This design comes from an exercise in tuning for small area, a short achievable clock period and few clock cycles per item on the open sky130 flow, not from production work.
RTL that was checked went through simulation tests only; none was proved equivalent to the original.
The clock port is modelled as an ideal driver; clocking choices that lean on that would not hold on a real chip.
Power figures rest on the tool's default switching activity, not on a simulated workload.

==> flow/design.v <==
package pcf_pkg;
  localparam int TABLE_ENTRIES_DEF = 32;
  localparam int CMD_W  = 1;
  localparam int IDX_IN_W = 5;
  localparam int KEY_W  = 8;
  localparam int HOLD_W = 16;
  localparam int TIME_W = 48;
  localparam int CFG_W  = 6;
  localparam int IDX_EXT_W = 9;
  localparam int NEED_W = 26;
  localparam logic [NEED_W-1:0] US_PER_MS = NEED_W'(1000);
  localparam logic [CMD_W-1:0] CMD_LOAD  = 1'b0;
  localparam logic [CMD_W-1:0] CMD_PRESS = 1'b1;
  typedef struct packed {
    logic [HOLD_W-1:0] hold;
    logic [TIME_W-1:0] stamp;
  } pcf_record_t;
  localparam int REC_W = HOLD_W + TIME_W;
  typedef struct packed {
    logic done;
    logic pass;
  } pcf_verdict_t;
endpackage
import pcf_pkg::*;
module pcf_code_cam #(
  parameter int DEPTH = 32
) (
  input  logic             clk,
  input  logic [DEPTH-1:0] in_range,
  input  logic [KEY_W-1:0] key,
  input  logic [DEPTH-1:0] write,
  output logic [DEPTH-1:0] match
);
  logic [KEY_W-1:0] codes [DEPTH];
  always_ff @(posedge clk) begin
    for (int j = 0; j < DEPTH; j++) begin
      if (write[j]) begin
        codes[j] <= key;
      end
    end
  end
  always_comb begin
    for (int j = 0; j < DEPTH; j++) begin
      match[j] = in_range[j] && (codes[j] == key);
    end
  end
endmodule
module pcf_ram #(
  parameter int DEPTH = 32
) (
  input  logic              clk,
  input  logic [DEPTH-1:0]  sel,
  input  logic              load,
  input  logic [HOLD_W-1:0] hold_in,
  input  logic [TIME_W-1:0] time_in,
  output logic [HOLD_W-1:0] hold_out,
  output logic [TIME_W-1:0] stamp_out
);
  logic [HOLD_W-1:0] holds  [DEPTH];
  logic [TIME_W-1:0] stamps [DEPTH];
  always_ff @(posedge clk) begin
    for (int j = 0; j < DEPTH; j++) begin
      if (sel[j]) begin
        stamps[j] <= time_in;
        if (load) begin
          holds[j] <= hold_in;
        end
      end
    end
  end
  always_comb begin
    hold_out  = '0;
    stamp_out = '0;
    for (int j = 0; j < DEPTH; j++) begin
      hold_out  = hold_out  | (holds[j]  & {HOLD_W{sel[j]}});
      stamp_out = stamp_out | (stamps[j] & {TIME_W{sel[j]}});
    end
  end
endmodule
import pcf_pkg::*;
module pcf_hold_check (
  input  logic              clk,
  input  logic [TIME_W-1:0] now,
  input  logic [TIME_W-1:0] stamp,
  input  logic [HOLD_W-1:0] hold,
  output logic              pass
);
  localparam int CMP_W = NEED_W + 2;
  logic [TIME_W-1:0]   elapsed;
  logic [NEED_W-1:0]   elapsed_lo;
  logic                elapsed_hi;
  logic [HOLD_W-1:0]   hold_q;
  logic [HOLD_W+1:0]   hold3;
  assign elapsed = now - stamp;
  always_ff @(posedge clk) begin
    elapsed_lo <= elapsed[NEED_W-1:0];
    elapsed_hi <= |elapsed[TIME_W-1:NEED_W];
    hold_q     <= hold;
    hold3      <= {2'b00, hold} + {1'b0, hold, 1'b0};
  end
  logic [CMP_W-1:0] op_a, op_b, op_c, csa_s, csa_c, diff;
  assign op_a  = {2'b00, elapsed_lo};
  assign op_b  = {{(CMP_W-HOLD_W-5){1'b0}}, hold3, 3'b000};
  assign op_c  = ~{{(CMP_W-HOLD_W-10){1'b0}}, hold_q, 10'b0};
  assign csa_s = op_a ^ op_b ^ op_c;
  assign csa_c = ((op_a & op_b) | (op_a & op_c) | (op_b & op_c)) << 1;
  assign diff  = csa_s + csa_c + {{(CMP_W-1){1'b0}}, 1'b1};
  assign pass = elapsed_hi || !diff[CMP_W-1];
endmodule
import pcf_pkg::*;
module per_key_chatter_filter_top (
  input  logic                clk,
  input  logic                rst,
  input  logic                cfg_wr_en,
  input  logic [CFG_W-1:0]    cfg_wr_data,
  input  logic                in_valid,
  output logic                in_ready,
  input  logic [CMD_W-1:0]    command,
  input  logic [IDX_IN_W-1:0] entry_index,
  input  logic [KEY_W-1:0]    key_code,
  input  logic [HOLD_W-1:0]   hold_off_ms,
  input  logic [TIME_W-1:0]   time_us,
  output logic                out_valid,
  input  logic                out_ready,
  output logic                pass_event,
  output logic                key_matched
);
  localparam int N     = TABLE_ENTRIES_DEF;
  localparam int FIFO_D = 4;
  localparam int CAP   = FIFO_D + 1;
  logic accept;
  assign accept = in_valid && in_ready && !rst;
  logic [CFG_W-1:0] entries_in_use;
  logic [N-1:0]     in_range;
  always_ff @(posedge clk) begin
    if (rst) begin
      entries_in_use <= '0;
    end else if (cfg_wr_en) begin
      entries_in_use <= cfg_wr_data;
    end
  end
  always_comb begin
    for (int j = 0; j < N; j++) begin
      in_range[j] = entries_in_use[CFG_W-1] || (CFG_W'(j) < entries_in_use);
    end
  end
  logic              is_load;
  logic [N-1:0]      idx_oh;
  logic [N-1:0]      match;
  logic [N-1:0]      first;
  logic [N-1:0]      code_we;
  assign is_load = (command == CMD_LOAD);
  always_comb begin
    logic seen;
    seen = 1'b0;
    for (int j = 0; j < N; j++) begin
      idx_oh[j]  = (entry_index == IDX_IN_W'(j));
      code_we[j] = accept && is_load && idx_oh[j];
      first[j]   = match[j] && !seen;
      seen       = seen || match[j];
    end
  end
  pcf_code_cam #(
    .DEPTH (N)
  ) u_cam (
    .clk      (clk),
    .in_range (in_range),
    .key      (key_code),
    .write    (code_we),
    .match    (match)
  );
  logic              r_v;
  logic              r_load;
  logic              r_any;
  logic [N-1:0]      r_sel;
  logic [HOLD_W-1:0] r_hold;
  logic [TIME_W-1:0] r_time;
  logic [HOLD_W-1:0] r_hold_rd;
  logic [TIME_W-1:0] r_stamp_rd;
  always_ff @(posedge clk) begin
    r_v    <= accept;
    r_load <= is_load;
    r_any  <= |match;
    r_sel  <= !accept ? '0 : is_load ? idx_oh : first;
    r_hold <= hold_off_ms;
    r_time <= time_us;
  end
  pcf_ram #(
    .DEPTH (N)
  ) u_rec (
    .clk       (clk),
    .sel       (r_sel),
    .load      (r_load),
    .hold_in   (r_hold),
    .time_in   (r_time),
    .hold_out  (r_hold_rd),
    .stamp_out (r_stamp_rd)
  );
  logic              v1_v, v1_load, v1_any;
  logic [HOLD_W-1:0] v1_hold;
  logic [TIME_W-1:0] v1_stamp;
  logic [TIME_W-1:0] v1_time;
  logic              v2_v, v2_load, v2_any;
  logic              v2_pass;
  always_ff @(posedge clk) begin
    v1_v     <= rst ? 1'b0 : r_v;
    v1_load  <= r_load;
    v1_any   <= r_any;
    v1_hold  <= r_hold_rd;
    v1_stamp <= r_stamp_rd;
    v1_time  <= r_time;
    v2_v     <= rst ? 1'b0 : v1_v;
    v2_load  <= v1_load;
    v2_any   <= v1_any;
  end
  pcf_hold_check u_hold_check (
    .clk   (clk),
    .now   (v1_time),
    .stamp (v1_stamp),
    .hold  (v1_hold),
    .pass  (v2_pass)
  );
  logic res_pass, res_match;
  assign res_pass  = !v2_load && (!v2_any || v2_pass);
  assign res_match = !v2_load && v2_any;
  logic [1:0]                fifo [FIFO_D];
  logic [$clog2(FIFO_D)-1:0] f_rd, f_wr;
  logic [$clog2(FIFO_D):0]   f_cnt;
  logic                      out_free, f_empty, f_push, f_pop;
  logic [$clog2(CAP):0]      owed, owed_next;
  logic                      take;
  assign out_free = !out_valid || out_ready;
  assign f_empty  = (f_cnt == '0);
  assign f_pop    = out_free && !f_empty;
  assign f_push   = v2_v && !(out_free && f_empty);
  assign take     = out_valid && out_ready;
  always_ff @(posedge clk) begin
    if (f_push) begin
      fifo[f_wr] <= {res_pass, res_match};
    end
    if (out_free) begin
      if (!f_empty) begin
        {pass_event, key_matched} <= fifo[f_rd];
      end else begin
        {pass_event, key_matched} <= {res_pass, res_match};
      end
    end
    if (rst) begin
      out_valid <= 1'b0;
      f_rd      <= '0;
      f_wr      <= '0;
      f_cnt     <= '0;
    end else begin
      if (out_free) begin
        out_valid <= !f_empty || v2_v;
      end
      if (f_push) begin
        f_wr <= f_wr + 1'b1;
      end
      if (f_pop) begin
        f_rd <= f_rd + 1'b1;
      end
      f_cnt <= f_cnt + f_push - f_pop;
    end
  end
  assign owed_next = owed + accept - take;
  always_ff @(posedge clk) begin
    if (rst) begin
      owed     <= '0;
      in_ready <= 1'b1;
    end else begin
      owed     <= owed_next;
      in_ready <= (owed_next < CAP);
    end
  end
endmodule
make LEC_CHECK=0 CAP_MARGIN=20 CORE_MARGIN=2 CORE_UTILIZATION=40 CTS_BUF_LIST=sky130_fd_sc_hd__clkbuf_8 CTS_CLUSTER_SIZE=30 SETUP_SLACK_MARGIN=2.3 SLEW_MARGIN=20 finish   # period 5.0 ns
run.sh (not shown) runs the stock make flow with config.mk's settings and CLKGATE_MAP_FILE= SYNTH_SCRIPT=/design/flow/synth_recipe.tcl, a recipe that flattens the netlist after the stock synthesis.
Next try:
- CTS_BUF_LIST: sky130_fd_sc_hd__clkbuf_8 -> unset
- CTS_CLUSTER_SIZE: 30 -> unset
=> Die area stays the same. Synthesized cell count is unchanged. Worst hold slack gets better by 0.068 ns. Worst setup slack improved by 0.013 ns. Wire length went down by about 0.43%. Final area grows by 0.90%. Critical path depth came out lower by 3. Via count decreases by about 1.2%.
No run of this note included a check of the RTL's function; only the layout flow was run.


Setup of amber:
Another version of the RTL of per_key_chatter_filter_top (not shown whole).
For scale: ~5600 cells after synthesis, about 2800 flip-flops, ~93 I/O pins, ~98000 um^2 of cells after synthesis.
export LEC_CHECK = 0
export CAP_MARGIN = 20
export CORE_MARGIN = 2
export CORE_UTILIZATION = 60
export CTS_CLUSTER_DIAMETER = 100
export CTS_CLUSTER_SIZE = 30
export SETUP_SLACK_MARGIN = 2.3
export SLEW_MARGIN = 20
create_clock -name core_clock -period 5.0 [get_ports {clk}]
standard.sh (not shown) runs the stock make flow with config.mk's settings and CLKGATE_MAP_FILE= SYNTH_SCRIPT=/design/flow/synth_recipe.tcl, a recipe that flattens the netlist after the stock synthesis.
==> flow/flow/run.sh <==
#!/bin/bash
# The standard layout (the standard.sh, standard synthesis unchanged), with extra
# setup-timing repair passes after clock tree synthesis (flow/post_cts.tcl, run through
# ORFS's POST_CTS_TCL hook). The full output goes to standard.log in the work folder;
# ORFS keeps each step's own log under orfs/logs/.
set -euo pipefail
here="$(pwd)"
export POST_CTS_TCL="$here/flow/post_cts.tcl"
bash standard.sh > "$here/standard.log" 2>&1
==> flow/flow/post_cts.tcl <==
# Extra setup repair after CTS: the single repair_timing call that cts.tcl makes stops
# early, and further calls keep improving the worst slack. Placement is legalized again
# afterwards, as cts.tcl does after its own repair.
puts "post-CTS: extra setup repair"
estimate_parasitics -placement
report_worst_slack -max
for {set i 0} {$i < 6} {incr i} {
  repair_timing -setup -setup_margin 2.8 -repair_tns 100
  report_worst_slack -max
}
detailed_placement
check_placement -verbose
estimate_parasitics -placement
report_worst_slack -max
Testbench counts of amber, summed over its fixed seeds: cycles 16,048, items 16,000.
[inputs] xenon vs amber
Settings: a change of CTS_CLUSTER_DIAMETER from 100 to 90; a change of CTS_CLUSTER_SIZE from 30 to 27.
--- a/flow/flow/post_cts.tcl
+++ b/flow/flow/post_cts.tcl
@@ -7,3 +7,3 @@
 for {set i 0} {$i < 6} {incr i} {
-  repair_timing -setup -setup_margin 2.8 -repair_tns 100
+  repair_timing -setup -setup_margin 2.7 -repair_tns 100
   report_worst_slack -max
==> comparison <==
amber and xenon ended up with roughly the same fraction of area in multi-input gates.
Going from amber to xenon, final total power grew slightly.
Re slew at the pin closest to its max-slew limit: xenon and amber aren't equal, and the higher value belongs to xenon.
Looking at setup slack of the critical path after layout across both flows, xenon is the weaker of the two, with amber ahead.
Against amber as the reference, xenon delivers a lower maximum fanout along the worst path.
xenon against amber: met1 routed wirelength after detailed routing fell by 4.6%; number of clock buffers in the layout increased 14; met2 track demand over resource in global routing fell 2.6 points.
The critical path arrival of xenon is higher than that of amber.
Changes in cedar relative to xenon:
--- a/flow/flow/post_cts.tcl
+++ b/flow/flow/post_cts.tcl
@@ -7,3 +7,3 @@
 for {set i 0} {$i < 6} {incr i} {
-  repair_timing -setup -setup_margin 2.7 -repair_tns 100
+  repair_timing -setup -setup_margin 2.8 -repair_tns 100
   report_worst_slack -max
- No run among xenon and cedar stopped early or left any final violation; all are clean.
- Summary of cedar over xenon: final worst setup slack +33 ps, via count picked up an extra 1157, clock net sink count essentially unchanged, sequential cell area shows no meaningful change.
- Delta(non-clock buffer count, cedar - xenon) > 0
- Side by side, wire length turned out higher in cedar than in xenon.
- cedar against xenon: cell area after synthesis was more or less identical, sequential share of layout area went down by 0.78 points, share of power burned in registers went down by 0.3 points, clock period minus worst slack went down by 33 ps, average via count per standard cell went up by 1.4%.

-- port drivers added, routing unchanged --
How much do the figures lean on ideal ports? The routed layouts below were timed once more, with nothing changed but the port constraints. Step 1, drivers: a clkbuf_16 drives clk and a buf_2 each remaining input, both assumed. Step 2, shift: input delay + t, output delay - t, t = (earliest + latest rising clock arrival at the registers) / 2. This alone moves slack from input paths to output paths. a / b / c = no drivers / after step 1 / after step 2; a / b = the first two.
run | shift t [ns] | setup slack, ns | hold WS [ns] | slew at the worst register clock pin (ns) | pins driven straight from the clock port
the first run of note 1 | 1.147 | 1.483 / 1.483 / 1.248 | 0.257 / 0.203 / 0.325 | 0.07 / 0.07 | 1
the second run of note 1 | 0.998 | 1.497 / 1.497 / 1.344 | 0.325 / 0.325 / 0.325 | 0.07 / 0.07 | 1
amber | 0.847 | 2.679 / 2.613 / 2.034 | 0.337 / 0.337 / 0.337 | 0.12 / 0.12 | 1
xenon | 0.844 | 2.652 / 2.609 / 1.862 | 0.332 / 0.332 / 0.332 | 0.11 / 0.11 | 1
cedar | 0.861 | 2.685 / 2.591 / 2.006 | 0.335 / 0.335 / 0.335 | 0.11 / 0.11 | 1
After both steps setup and hold are still met in every run listed. The setup slack of xenon, which loses most, moves by -0.043 ns with the drivers and by -0.790 ns with both steps.
